Background: an optimization exercise with open tools, aiming at small area, a short achievable clock period and few clock cycles. Do not read the settings as production practice. The RTL was checked by simulation tests, not by an equivalence proof against the original design.

## qpsk_carrier_recovery_loop
module qpsk_carrier_recovery_loop
#(
    parameter int SAMPLE_WIDTH = 16
)
(
    input  logic                           clk,
    input  logic                           rst_n,
    input  logic                           in_valid,
    output logic                           in_stall,
    input  logic                           opcode,
    input  logic signed [SAMPLE_WIDTH-1:0] sample_re,
    input  logic signed [SAMPLE_WIDTH-1:0] sample_im,
    input  logic signed [SAMPLE_WIDTH-1:0] cosample_im,
    output logic                           out_valid,
    input  logic                           out_stall,
    output logic signed [SAMPLE_WIDTH-1:0] mixed_re,
    output logic signed [SAMPLE_WIDTH-1:0] mixed_im,
    output logic signed [31:0]             freq_estimate,
    output logic                           locked,
    output logic                           locked_once,
    input  logic                           cfg_write,
    input  logic [1:0]                     cfg_index,
    input  logic [31:0]                    cfg_data
);
For scale: about 11000 cells after synthesis, about 100000 um2 of cells after synthesis.
Settings: LEC_CHECK=0, CAP_MARGIN=10, CORE_MARGIN=2, CORE_UTILIZATION=50, CTS_BUF_LIST=sky130_fd_sc_hd__clkbuf_8 sky130_fd_sc_hd__clkbuf_16, CTS_CLUSTER_DIAMETER=80, CTS_CLUSTER_SIZE=25, PLACE_DENSITY=0.7, SETUP_SLACK_MARGIN=5, SLEW_MARGIN=10, SYNTH_MEMORY_MAX_BITS=32768; clock period 12.0 ns.
run.sh (not shown) runs the stock make flow with config.mk's settings and CLKGATE_MAP_FILE= SYNTH_SCRIPT=/design/flow/synth_recipe.tcl, a recipe that flattens the netlist after the stock synthesis.
Testbench counts at the start, summed over its fixed seeds: cycles 3,264.
Next try:
--- a/flow/config.mk
+++ b/flow/config.mk
@@ -7,3 +7,3 @@
 export LEC_CHECK = 0
-export CAP_MARGIN = 10
+export CAP_MARGIN = 20
 export CORE_MARGIN = 2
@@ -15,3 +15,3 @@
 export SETUP_SLACK_MARGIN = 5
-export SLEW_MARGIN = 10
+export SLEW_MARGIN = 20
 export SYNTH_MEMORY_MAX_BITS = 32768
After rerunning:
- routed wire length barely changes
- design area stays flat
- worst setup slack gets better by 0.0092 ns
- first-iteration DRC count came out higher by 3.6%
- cell count stays flat
- register-to-register slack got worse by 0.02 ns
- global-route usage barely changes
- via count hardly moves
Next try:
==> flow/config.mk (replaced) <==
export PLATFORM = sky130hd
export DESIGN_NAME = qpsk_carrier_recovery_loop
export DESIGN_NICKNAME = qpsk_carrier_recovery_loop
export VERILOG_FILES = /design/flow/design.v
export SDC_FILE = /design/flow/constraint.sdc
export NUM_CORES = 4
export LEC_CHECK = 0
export CAP_MARGIN = 10
export CORE_MARGIN = 2
export CORE_UTILIZATION = 50
export CTS_BUF_LIST = sky130_fd_sc_hd__clkbuf_16
export CTS_CLUSTER_DIAMETER = 100
export CTS_CLUSTER_SIZE = 30
export PLACE_DENSITY = 0.7
export SETUP_SLACK_MARGIN = 5
export SLEW_MARGIN = 10
export SYNTH_MEMORY_MAX_BITS = 32768
Effect:
- The new run completed without violations
- worst hold slack is about the same
- final area goes down slightly
- first-iteration DRC count is lower slightly
- setup slack loses 0.0063 ns
- global-route usage fell by 0.18 points
- non-clock buffer count falls by 17
- core utilization falls by 0.43 points
- die area stays the same
- via count came out lower slightly
- wire length goes down slightly
Next try:
==> flow/config.mk (replaced) <==
export PLATFORM = sky130hd
export DESIGN_NAME = qpsk_carrier_recovery_loop
export DESIGN_NICKNAME = qpsk_carrier_recovery_loop
export VERILOG_FILES = /design/flow/design.v
export SDC_FILE = /design/flow/constraint.sdc
export NUM_CORES = 4
export LEC_CHECK = 0
export CAP_MARGIN = 20
export CORE_MARGIN = 2
export CORE_UTILIZATION = 60
export PLACE_DENSITY = 0.75
export SETUP_SLACK_MARGIN = 5
export SLEW_MARGIN = 20
export SYNTH_MEMORY_MAX_BITS = 32768
What happened:
- synthesized cell count does not change
- wire length fell by 0.57%
Next try:
--- a/flow/config.mk
+++ b/flow/config.mk
@@ -9,4 +9,4 @@
 export CORE_MARGIN = 2
-export CORE_UTILIZATION = 60
-export PLACE_DENSITY = 0.75
+export CORE_UTILIZATION = 50
+export PLACE_DENSITY = 0.7
 export SETUP_SLACK_MARGIN = 5
After rerunning:
- die area grows by 20%
- count of clock-buffer cells in the layout shrinks by 11
- global-route usage shrinks by 5.4 points
- final cell count grows by 3.8%
- final area grows by 0.43%
- critical path depth is unchanged
- setup slack improved by 0.065 ns
- wire length grows by 1.5%
- fmax grows by 0.95%
- first-iteration DRC count shrinks by 13%

afterwards: timing with drivers on the ports:
The results above use ideal ports. As a check the final layouts listed here were re-extracted and re-timed, cells and wires unchanged. Step 1 assumes that a clkbuf_16 drives the clock port and a buf_2 every other input. Step 2 adds t to the input delays and takes it off the output delays; t is the mean of the earliest and latest rising clock arrival at the registers after step 1. Input paths then give back, and output paths get back, about the clock's delay inside the block. Slacks: ideal ports / drivers / drivers and shift; pairs: ideal ports / drivers.
run	t (ns)	slack for setup (ns)	latest minus earliest clock arrival (ns)	slew at the worst register clock pin (ns)
the first run	0.837	5.146 / 5.118 / 5.020	0.048 / 0.049	0.10 / 0.10
the second run	0.839	5.155 / 5.119 / 5.077	0.060 / 0.060	0.10 / 0.10
the third run	0.828	5.149 / 5.121 / 5.055	0.062 / 0.062	0.12 / 0.12
the fourth run	0.860	5.100 / 5.066 / 4.959	0.052 / 0.052	0.07 / 0.07
the fifth run	0.875	5.165 / 5.130 / 5.041	0.065 / 0.065	0.08 / 0.08
After both steps every run listed still meets setup and hold. The setup slack of the fourth run, which loses most, moves by -0.034 ns with the drivers and by -0.141 ns with both steps.
